Background: an optimization exercise with open tools, aiming at small area and a short achievable clock period. Do not read the settings as production practice. RTL that was checked went through simulation tests only; none was proved equivalent to the original.

== build 41 ==
==> flow/design.v (excerpt) <==
module fpu_top
(
   input  logic        Clk_CI,
   input  logic        Rst_RBI,
   input  logic        enable,
   input  logic [31:0] operand_a,
   input  logic [31:0] operand_b,
   input  logic [1:0]  op,
   output logic [31:0] result,
   output logic        valid,
   output logic        of,
   output logic        uf,
   output logic        zero,
   output logic        ix,
   output logic        iv,
   output logic        inf
);
   localparam logic [1:0] SP_NONE = 2'd0;
   localparam logic [1:0] SP_ZERO = 2'd1;
   localparam logic [1:0] SP_INF  = 2'd2;
   localparam logic [1:0] SP_NAN  = 2'd3;
   logic        sa, sb, is_mul, is_sub, sbe;
   logic [7:0]  ea, eb;
   logic [22:0] fa, fb;
   logic        za, zb, maxa, maxb, nana, nanb, infa, infb;
   logic        a_big, eq_mag, ssm_d;
   logic [8:0]  dab, dba;
   logic [7:0]  dexp;
   logic [4:0]  shamt_d;
   logic [1:0]  sp_d;
   logic        sign_d;
   logic [9:0]  exp_d;
   logic [22:0] mb_d, ms_d;
   logic        hs_d;
   assign sa = operand_a[31];
   assign sb = operand_b[31];
   assign ea = operand_a[30:23];
   assign eb = operand_b[30:23];
   assign fa = operand_a[22:0];
   assign fb = operand_b[22:0];
   assign is_mul = op == 2'd2;
   assign is_sub = op == 2'd1;
   assign sbe    = sb ^ is_sub;
   assign za   = ea == 8'd0;
   assign zb   = eb == 8'd0;
   assign maxa = &ea;
   assign maxb = &eb;
   assign nana = maxa & (|fa);
   assign nanb = maxb & (|fb);
   assign infa = maxa & ~(|fa);
   assign infb = maxb & ~(|fb);
   assign eq_mag = {ea, fa} == {eb, fb};
   assign dab    = {1'b0, ea} - {1'b0, eb};
   assign dba    = {1'b0, eb} - {1'b0, ea};
   assign a_big  = ~dab[8];
  ...
Settings: LEC_CHECK=0, CAP_MARGIN=20, CORE_MARGIN=2, CORE_UTILIZATION=50, PLACE_DENSITY=0.72, SLEW_MARGIN=20, SYNTH_HIERARCHICAL=1; clock period 18.0 ns.
standard.sh (not shown) runs the stock make flow with config.mk's settings and CLKGATE_MAP_FILE= SYNTH_SCRIPT=/design/flow/synth_recipe.tcl, a recipe that flattens the netlist after the stock synthesis.
==> flow/flow/run.sh <==
#!/bin/bash
# The standard layout (standard.sh) with two changes in how it is made:
#  - ports are buffered with buf_2 rather than the default port buffer;
#  - timing repair aims past the clock period: repair_timing's setup margin is
#    raised so that the resizer also works on paths that already meet it.
# The constraints (constraint.sdc, the clock period) are not changed.
set -o pipefail
export BUFFER_PORTS_ARGS="-buffer_cell sky130_fd_sc_hd__buf_2"
export SETUP_SLACK_MARGIN=11
bash standard.sh > standard.log 2>&1
#### Input delta (build 52 over build 41)
- CTS_CLUSTER_SIZE: unset -> 30
- PLACE_DENSITY: 0.72 -> unset
- CTS_BUF_LIST: unset -> sky130_fd_sc_hd__clkbuf_8
- CTS_CLUSTER_DIAMETER: unset -> 120
## What came out
- Build 52 -> build 41: synthesized area delta 0, exact match
- Build 52 ends up with a setup slack that is 0.0039 ns lower than in build 41.
- The post-layout minimum cycle time reported for build 52 is greater than that of build 41 by 0.0039 ns.
- Build 52 against build 41: detailed-route vias per instance saw an increase, via count rose by 2.1%, met2 track demand over resource in global routing up 7.8 points, share of the yosys chip area belonging to registers did not really move.
- Looking at routed wire length across build 41 and build 52, the one that comes out higher is build 52.
- Build 52: routing usage on met1 5.8 points above build 41
--- input diff build 52..build 29 ---
- CTS_BUF_LIST removed (was sky130_fd_sc_hd__clkbuf_8)
- CTS_CLUSTER_DIAMETER removed (was 120)
- CTS_CLUSTER_SIZE removed (was 30)
diff --git a/flow/flow/run.sh b/flow/flow/run.sh
--- a/flow/flow/run.sh
+++ b/flow/flow/run.sh
@@ -7,4 +7,4 @@
 set -o pipefail
 export BUFFER_PORTS_ARGS="-buffer_cell sky130_fd_sc_hd__buf_2"
-export SETUP_SLACK_MARGIN=11
+export SETUP_SLACK_MARGIN=10.5
 bash standard.sh > standard.log 2>&1
==> comparison <==
No stage failed in build 29, and the final checks on the layout all came back clean.
Build 52 vs build 29, highest signal layer in the routed design: met4 vs met5
On final critical delay including setup and external delays, build 29 does worse than build 52.
Build 29 vs. build 52: post-route fraction of the period consumed by the critical path saw an increase, sequential share of cell area saw little to no change.
Going from build 52 to build 29, the fmax was found to have gone down by about 4.6%.
### build 29 -> build 3
diff --git a/flow/flow/run.sh b/flow/flow/run.sh
--- a/flow/flow/run.sh
+++ b/flow/flow/run.sh
@@ -7,4 +7,4 @@
 set -o pipefail
 export BUFFER_PORTS_ARGS="-buffer_cell sky130_fd_sc_hd__buf_2"
-export SETUP_SLACK_MARGIN=10.5
+export SETUP_SLACK_MARGIN=11
 bash standard.sh > standard.log 2>&1
==> results.txt <==
- Build 3 | stages: all done | timing, DRC, antenna: all pass
- Compared to build 29, build 3 has sum of met3 wire segment lengths after detailed routing 11% higher.
- Against build 29 as the reference, build 3 delivers a higher area of all placed cells without fillers.
- Summary of build 3 over build 29: diode insertion count for antenna repair grew by 3, met2 routing resource usage after global routing went up by 0.57 points.


## MS
Another version of the RTL of fpu_top (not shown whole).
For scale: roughly 4800 cells after synthesis, ~110 I/O pins, ~31000 um^2 of cells after synthesis.
Design fpu_top, start of the top module:
module fpu_top
(
   input  logic        Clk_CI,
   input  logic        Rst_RBI,
   input  logic        enable,
   input  logic [31:0] operand_a,
   input  logic [31:0] operand_b,
   input  logic [1:0]  op,
   output logic [31:0] result,
   output logic        valid,
   output logic        of,
   output logic        uf,
   output logic        zero,
   output logic        ix,
   output logic        iv,
   output logic        inf
);
clock: 18.0 ns
lec_check: 0
abc_area: 1
cap_margin: 20
core_margin: 2
core_utilization: 50
place_density: 0.72
slew_margin: 20
synth_hierarchical: 1
==> flow/flow/run.sh <==
#!/bin/bash
# The standard layout (standard.sh) with two changes in how it is made:
#  - ports are buffered with buf_2 rather than the default port buffer;
#  - timing repair aims past the clock period: repair_timing's setup margin is
#    raised so that the resizer also works on paths that already meet it.
# The constraints (constraint.sdc, the clock period) are not changed.
set -o pipefail
export BUFFER_PORTS_ARGS="-buffer_cell sky130_fd_sc_hd__buf_2"
export SETUP_SLACK_MARGIN=11
bash standard.sh > standard.log 2>&1
MS: flow completed, timing, DRC and antenna clean
Input-level comparison between PW and MS:
diff --git a/flow/flow/run.sh b/flow/flow/run.sh
--- a/flow/flow/run.sh
+++ b/flow/flow/run.sh
@@ -9 +9 @@
-export SETUP_SLACK_MARGIN=11
+export SETUP_SLACK_MARGIN=12.5
==> comparison <==
Comparing MS against PW, there is no change at all in number of tap instances. Per the comparison of PW with MS, multi-input logic cell count rose by 19; fraction of the core area covered by cells at the end of the flow rose by 7.9 points; placed cell count stayed essentially flat. Compared with MS, in PW flip-flop and latch count saw little to no change; total wire length saw an increase; met3 global-route usage saw an increase. PW | stages: all done | timing, DRC, antenna: all pass. The final layout from MS, which completed every stage, passed the timing, DRC and antenna checks at the end of the flow. The fmax in MS is 0.891 times that in PW.


P:
fpu_top, a different RTL version from the one above (not shown whole).
Size: roughly 3,500 cells after synthesis, ~120 flip-flops, roughly 110 I/O pins, about 0.030 sq mm of cells after synthesis.
clock: 18.0 ns
lec_check: 0
cap_margin: 20
core_margin: 2
core_utilization: 50
slew_margin: 20
synth_hierarchical: 1
==> flow/flow/run.sh <==
#!/bin/bash
# The standard layout (standard.sh), with timing repair aiming past the clock
# period: repair_timing's setup margin is raised so that the resizer also works on
# paths that already meet the design's period. The constraints are not changed.
set -o pipefail
export SETUP_SLACK_MARGIN=11
bash standard.sh > standard.log 2>&1
## Diff of input files: Q against P
==> flow/flow/run.sh <==
#!/bin/bash
# The standard layout (standard.sh), with timing repair aiming past the clock
# period: repair_timing's setup margin is raised so that the resizer also works on
# paths that already meet the design's period. The constraints are not changed.
set -o pipefail
export SETUP_SLACK_MARGIN=13
bash standard.sh > standard.log 2>&1
[summary]
- Q packs its core tighter than P.
- Beginning of the critical path = mb1[9]$_DFF_P_: Q; beginning of the critical path = mb1[16]$_DFF_P_: P
- For non-clock buffer count, dividing the value from Q by the value from P gives 1.9.
- Going from P to Q, global-route usage higher; violation count after the first detailed-route iteration higher; routed via count higher.
No functional check of the RTL was part of any run of this note.

==> what the ideal ports hide <==
In the flow no input, the clock included, has a driving cell. The finished layouts below were timed again as built, in two steps.
Step 1 sets driving cells, clkbuf_16 on the clock port and buf_2 on the other inputs (assumed; they add their load-dependent delay and slew).
Step 2 adds t to the input delays and takes it off the output delays; t is the mean of the earliest and latest rising clock arrival at the registers after step 1. Input paths then give back, and output paths get back, about the clock's delay inside the block.
Three values: ideal, step 1, step 2; two values: the first two.
run	t, ns	slack for setup (ns)	worst hold slack (ns)	latest minus earliest clock arrival (ns)	slew at the worst register clock pin (ns)
build 41	0.499	11.151 / 11.151 / 11.016	0.351 / 0.351 / 0.351	0.012 / 0.013	0.06 / 0.06
build 52	0.568	11.147 / 11.147 / 11.057	0.354 / 0.354 / 0.354	0.023 / 0.023	0.10 / 0.10
build 29	0.517	10.813 / 10.813 / 10.813	0.353 / 0.353 / 0.353	0.010 / 0.010	0.07 / 0.07
build 3	0.522	11.136 / 11.136 / 11.061	0.353 / 0.353 / 0.353	0.014 / 0.014	0.07 / 0.07
MS	0.510	11.207 / 11.207 / 11.207	0.350 / 0.350 / 0.350	0.019 / 0.019	0.07 / 0.07
PW	0.504	11.948 / 11.948 / 11.948	0.348 / 0.348 / 0.348	0.011 / 0.012	0.06 / 0.06
P	0.524	10.951 / 10.951 / 10.648	0.332 / 0.332 / 0.332	0.013 / 0.012	0.06 / 0.06
Q	0.524	11.093 / 11.093 / 11.093	0.370 / 0.370 / 0.370	0.021 / 0.021	0.07 / 0.07
After both steps every run listed still meets setup and hold. The setup slack of P, which loses most, moves by 0.000 ns with the drivers and by -0.303 ns with both steps.
